From an optimization exercise on the open Yosys and OpenROAD flow, aimed at small area and few clock cycles; shortcuts taken in it are not production practice.

== alpha ==
// d_domain
module d_domain (
    input  logic         ui_clk,
    input  logic         rst,
    input  logic         p2d_cmd_valid,
    output logic         p2d_cmd_ready,
    input  logic [31:0]  p2d_cmd,
    input  logic         p2d_data_valid,
    output logic         p2d_data_ready,
    input  logic [255:0] p2d_data,
    input  logic         a2d_cmd_valid,
    output logic         a2d_cmd_ready,
    input  logic [31:0]  a2d_cmd,
    input  logic         calib_done,
    input  logic         app_rdy,
    input  logic         app_wdf_rdy,
    output logic         d2p_cmd_valid,
    input  logic         d2p_cmd_ready,
    output logic [31:0]  d2p_cmd,
    output logic         d2a_cmd_valid,
    input  logic         d2a_cmd_ready,
    output logic [31:0]  d2a_cmd,
    output logic         app_en,
    output logic [2:0]   app_cmd,
    output logic [28:0]  app_addr,
    output logic         app_wdf_wren,
    output logic [255:0] app_wdf_data,
    output logic         app_wdf_end,
    output logic [31:0]  app_wdf_mask,
    output logic [1:0]   cfg_asic_mode,
    output logic [15:0]  cfg_training_epochs,
    output logic [15:0]  cfg_inference_epochs,
    output logic [1:0]   cfg_dataset,
    output logic [15:0]  cfg_timesteps,
    output logic [15:0]  cfg_input_size,
    output logic         cfg_long_streaming,
    output logic         cfg_binary_classifier,
    output logic         cfg_loser_encourage
);
Size in the first run: about 1300 cells after synthesis, ~470 flip-flops, ~790 I/O pins, about 0.016 mm² of cells after synthesis.
==> module config_capture, before the edit <==
module config_capture (
    input  logic        ui_clk,
    input  logic        rst,
    input  logic        p2d_valid,
    input  logic        is_cfg,
    input  logic [16:0] p2d_pay,
    input  logic        d2a_ready,
    input  logic        td_fire,
    output logic        cfg_ready,
    output logic        d2a_v,
    output logic [16:0] d2a_pay,
    output logic        seq_full,
    output logic [1:0]  cfg_asic_mode,
    output logic [15:0] cfg_training_epochs,
    output logic [15:0] cfg_inference_epochs,
    output logic [1:0]  cfg_dataset,
    output logic [15:0] cfg_timesteps,
    output logic [15:0] cfg_input_size,
    output logic        cfg_long_streaming,
    output logic        cfg_binary_classifier,
    output logic        cfg_loser_encourage
);
    localparam logic [53:0] CNT_STATES = {6'd59, 6'd61, 6'd62, 6'd31, 6'd15, 6'd7, 6'd3, 6'd1, 6'd0};
    localparam logic [5:0] CNT_FULL = 6'd45;
    logic [5:0]  cfg_cnt;
    logic        cfg_fire;
    logic [15:0] cfg_d;
    logic [8:0]  cfg_ld;
    always_comb begin
        seq_full  = (cfg_cnt == CNT_FULL);
        cfg_ready = !d2a_v || d2a_ready;
        cfg_fire  = p2d_valid && is_cfg && cfg_ready;
        cfg_d = p2d_pay[15:0] & {16{!rst}};
        for (int i = 0; i < 9; i++) begin
            cfg_ld[i] = rst || (cfg_fire && cfg_cnt == CNT_STATES[6*i +: 6]);
        end
    end
    always_ff @(posedge ui_clk) begin
        if (rst) begin
            d2a_v <= 1'b0;
        end else if (cfg_ready) begin
            d2a_v <= cfg_fire;
        end
        if (cfg_ready) begin
            d2a_pay <= p2d_pay;
        end
    end
    always_ff @(posedge ui_clk) begin
        if (rst) begin
            cfg_cnt <= '0;
        end else if (td_fire) begin
            cfg_cnt <= '0;
        end else if (cfg_fire && !seq_full) begin
            cfg_cnt <= {cfg_cnt[4:0], !(cfg_cnt[5] ^ cfg_cnt[4])};
        end
        if (cfg_ld[0]) cfg_asic_mode         <= cfg_d[1:0];
        if (cfg_ld[1]) cfg_training_epochs   <= cfg_d;
        if (cfg_ld[2]) cfg_inference_epochs  <= cfg_d;
        if (cfg_ld[3]) cfg_dataset           <= cfg_d[1:0];
        if (cfg_ld[4]) cfg_timesteps         <= cfg_d;
        if (cfg_ld[5]) cfg_input_size        <= cfg_d;
        if (cfg_ld[6]) cfg_long_streaming    <= cfg_d[0];
        if (cfg_ld[7]) cfg_binary_classifier <= cfg_d[0];
        if (cfg_ld[8]) cfg_loser_encourage   <= cfg_d[0];
    end
endmodule
==> module dram_writer, before the edit <==
module dram_writer (
    input  logic        ui_clk,
    input  logic        rst,
    input  logic        win_fire,
    input  logic [15:0] win_pay,
    input  logic        wen,
    output logic [28:0] app_addr,
    output logic        done_hit,
    output logic        prog_hit,
    output logic [13:0] pcnt         
);
    logic [28:0] base;        
    logic [28:0] last;        
    logic        last_ok;     
    logic [1:0]  win_idx;
    logic        fresh;       
    logic [28:3] wa;          
    localparam logic [10:0] PCNT_1249 = 11'd68;
    logic [10:0] pmod;
    logic [28:3] cur;         
    logic [10:0] pcur;        
    logic        pwrap;
    logic [28:0] addr;
    always_comb begin
        cur      = fresh ? base[28:3] : wa;
        pcur     = fresh ? 11'd0 : pmod;
        pwrap    = (pcur == PCNT_1249);
        addr     = {cur, base[2:0]};
        done_hit = wen && last_ok && (addr == last);
        prog_hit = wen && pwrap;
        app_addr = wen ? addr : '0;
        pcnt     = wa[16:3] - base[16:3];
    end
    logic [15:0] win_d;
    always_comb begin
        win_d = win_pay & {16{!rst}};
    end
    always_ff @(posedge ui_clk) begin
        if (rst || (win_fire && win_idx == 2'd0)) base[15:0]  <= win_d;
        if (rst || (win_fire && win_idx == 2'd1)) base[28:16] <= win_d[12:0];
        if (rst || (win_fire && win_idx == 2'd2)) last[15:0]  <= win_d;
        if (rst || (win_fire && win_idx == 2'd3)) begin
            last[28:16] <= win_d[12:0];
            last_ok     <= (win_d[15:13] == 3'd0);
        end
        if (rst) begin
            win_idx <= '0;
        end else if (win_fire) begin
            win_idx <= win_idx + 1'b1;
        end
    end
    always_ff @(posedge ui_clk) begin
        if (rst || win_fire) begin
            fresh <= 1'b1;
        end else if (wen) begin
            fresh <= 1'b0;
        end
        wa <= cur + 26'(wen);
        if (wen) begin
            pmod <= pwrap ? 11'd0 : {pcur[9:0], !(pcur[10] ^ pcur[8])};
        end
    end
endmodule
==> flow/config.mk <==
export PLATFORM = sky130hd
export DESIGN_NAME = d_domain
export DESIGN_NICKNAME = d_domain
export VERILOG_FILES = /design/flow/design.v
export SDC_FILE = /design/flow/constraint.sdc
export NUM_CORES = 4
export LEC_CHECK = 0
export CAP_MARGIN = 20
export CORE_AREA = 10 10 310 310
export DIE_AREA = 0 0 320 320
export PLACE_DENSITY = 0.35
export SLEW_MARGIN = 20
==> flow/constraint.sdc <==
create_clock -name core_clock -period 5.0 [get_ports {ui_clk}]
set_input_delay 1.0000 -clock core_clock [delete_from_list [all_inputs] [get_ports {ui_clk}]]
set_output_delay 1.0000 -clock core_clock [all_outputs]
set_load 0.01 [all_outputs]
standard.sh (not shown) runs the stock make flow with config.mk's settings and CLKGATE_MAP_FILE= SYNTH_SCRIPT=/design/flow/synth_recipe.tcl, a recipe that flattens the netlist after the stock synthesis.
==> flow/flow/run.sh <==
#!/bin/bash
# Standard ORFS layout (the standard.sh) with these changes:
#  - synthesis is the standard flow's own script, except that abc maps with the
#    area-oriented script flow/abc_area.script instead of ORFS's speed script
#    (registers are mapped before abc, so they are the standard ones);
#  - port buffers use the smallest buffer cell (buf_1);
#  - the clock tree uses clkbuf_4 with small sink clusters and no dummy loads;
#  - constant outputs keep the synthesized tie cells (no tie-per-pin repair).
# Each ORFS step writes its full log under orfs/logs/; make's output goes to
# make_finish.log.
set -euo pipefail
HERE=$(pwd)
{
  echo "proc abc {args} {"
  echo "  set i [lsearch -exact \$args -script]"
  echo "  if {\$i >= 0} { lset args [expr {\$i + 1}] $HERE/flow/abc_area.script }"
  echo "  puts \"abc with script $HERE/flow/abc_area.script\""
  echo "  yosys abc {*}\$args"
  echo "}"
  cat synth_recipe.tcl
} > flow_synth.tcl
bash standard.sh \
  SYNTH_SCRIPT="$HERE/flow_synth.tcl" \
  BUFFER_PORTS_ARGS="-buffer_cell sky130_fd_sc_hd__buf_1" \
  CTS_ARGS="-sink_clustering_enable -repair_clock_nets -dont_use_dummy_load -buf_list sky130_fd_sc_hd__clkbuf_4 -sink_clustering_size 8 -sink_clustering_max_diameter 60" \
  SKIP_REPAIR_TIE_FANOUT=1 \
  finish > make_finish.log 2>&1
==> flow/flow/abc_area.script <==
strash
dc2
balance
rewrite -z
refactor -z
rewrite -z
dch -f
amap
topo
alpha closes out successfully: all stages finished, all timing, DRC and antenna checks passed.
What beta does differently from alpha at the input level:
--- a/flow/design.v
+++ b/flow/design.v
@@ -62,23 +62,21 @@
     output logic [15:0] cfg_input_size,
     output logic        cfg_long_streaming,
     output logic        cfg_binary_classifier,
     output logic        cfg_loser_encourage
 );
-    localparam logic [53:0] CNT_STATES = {6'd59, 6'd61, 6'd62, 6'd31, 6'd15, 6'd7, 6'd3, 6'd1, 6'd0};
-    localparam logic [5:0] CNT_FULL = 6'd45;
     logic [5:0]  cfg_cnt;
     logic        cfg_fire;
     logic [15:0] cfg_d;
     logic [8:0]  cfg_ld;
     always_comb begin
-        seq_full  = (cfg_cnt == CNT_FULL);
+        seq_full  = (cfg_cnt == 6'd39);
         cfg_ready = !d2a_v || d2a_ready;
         cfg_fire  = p2d_valid && is_cfg && cfg_ready;
         cfg_d = p2d_pay[15:0] & {16{!rst}};
         for (int i = 0; i < 9; i++) begin
-            cfg_ld[i] = rst || (cfg_fire && cfg_cnt == CNT_STATES[6*i +: 6]);
+            cfg_ld[i] = rst || (cfg_fire && cfg_cnt == 6'(i));
         end
     end
     always_ff @(posedge ui_clk) begin
         if (rst) begin
             d2a_v <= 1'b0;
@@ -93,11 +91,11 @@
         if (rst) begin
             cfg_cnt <= '0;
         end else if (td_fire) begin
             cfg_cnt <= '0;
         end else if (cfg_fire && !seq_full) begin
-            cfg_cnt <= {cfg_cnt[4:0], !(cfg_cnt[5] ^ cfg_cnt[4])};
+            cfg_cnt <= cfg_cnt + 1'b1;
         end
         if (cfg_ld[0]) cfg_asic_mode         <= cfg_d[1:0];
         if (cfg_ld[1]) cfg_training_epochs   <= cfg_d;
         if (cfg_ld[2]) cfg_inference_epochs  <= cfg_d;
         if (cfg_ld[3]) cfg_dataset           <= cfg_d[1:0];
@@ -142,25 +140,26 @@
         done_hit = wen && last_ok && (addr == last);
         prog_hit = wen && pwrap;
         app_addr = wen ? addr : '0;
         pcnt     = wa[16:3] - base[16:3];
     end
-    logic [15:0] win_d;
-    always_comb begin
-        win_d = win_pay & {16{!rst}};
-    end
     always_ff @(posedge ui_clk) begin
-        if (rst || (win_fire && win_idx == 2'd0)) base[15:0]  <= win_d;
-        if (rst || (win_fire && win_idx == 2'd1)) base[28:16] <= win_d[12:0];
-        if (rst || (win_fire && win_idx == 2'd2)) last[15:0]  <= win_d;
-        if (rst || (win_fire && win_idx == 2'd3)) begin
-            last[28:16] <= win_d[12:0];
-            last_ok     <= (win_d[15:13] == 3'd0);
-        end
         if (rst) begin
+            base    <= '0;
+            last    <= '0;
+            last_ok <= 1'b1;
             win_idx <= '0;
         end else if (win_fire) begin
+            case (win_idx)
+                2'd0: base[15:0]  <= win_pay;
+                2'd1: base[28:16] <= win_pay[12:0];
+                2'd2: last[15:0]  <= win_pay;
+                default: begin
+                    last[28:16] <= win_pay[12:0];
+                    last_ok     <= (win_pay[15:13] == 3'd0);
+                end
+            endcase
             win_idx <= win_idx + 1'b1;
         end
     end
     always_ff @(posedge ui_clk) begin
         if (rst || win_fire) begin
## What came out
alpha completed end to end with timing, DRC and antenna clean. beta | stages: all done | timing, DRC, antenna: all pass. Going from alpha to beta, final worst-path setup slack went up 0.085 ns; design area went down about 2.1%; routed wire length went down about 11%; final sequential cell count held. beta reports a lower non-clock inverter instance count of the final layout than alpha does. The lower total via count after detailed routing came out of alpha.
No run of this note included a check of the RTL's function; only the layout flow was run.

==> afterwards: timing with drivers on the ports <==
No port has a modelled driver above. Below, the same layouts with a new extraction and two added sets of constraints. Step 1 (the two cells are an assumption about what drives the block):
set clk [get_ports {ui_clk}]
set_driving_cell -lib_cell sky130_fd_sc_hd__clkbuf_16 $clk
set_driving_cell -lib_cell sky130_fd_sc_hd__buf_2 [delete_from_list [all_inputs] $clk]
Step 2 adds t to the input delays and takes it off the output delays; t is the mean of the earliest and latest rising clock arrival at the registers after step 1. Input paths then give back, and output paths get back, about the clock's delay inside the block. Slacks: ideal ports / drivers / drivers and shift; pairs: ideal ports / drivers.
run	shift t [ns]	setup slack, ns	latest minus earliest clock arrival (ns)	slew at the worst register clock pin (ns)	cell pins on the clock port's net
alpha	0.843	0.152 / 0.091 / 0.762	0.152 / 0.152	0.10 / 0.10	1
beta	0.887	0.236 / 0.175 / 0.590	0.104 / 0.104	0.11 / 0.11	1
After both steps every run listed still meets setup and hold.
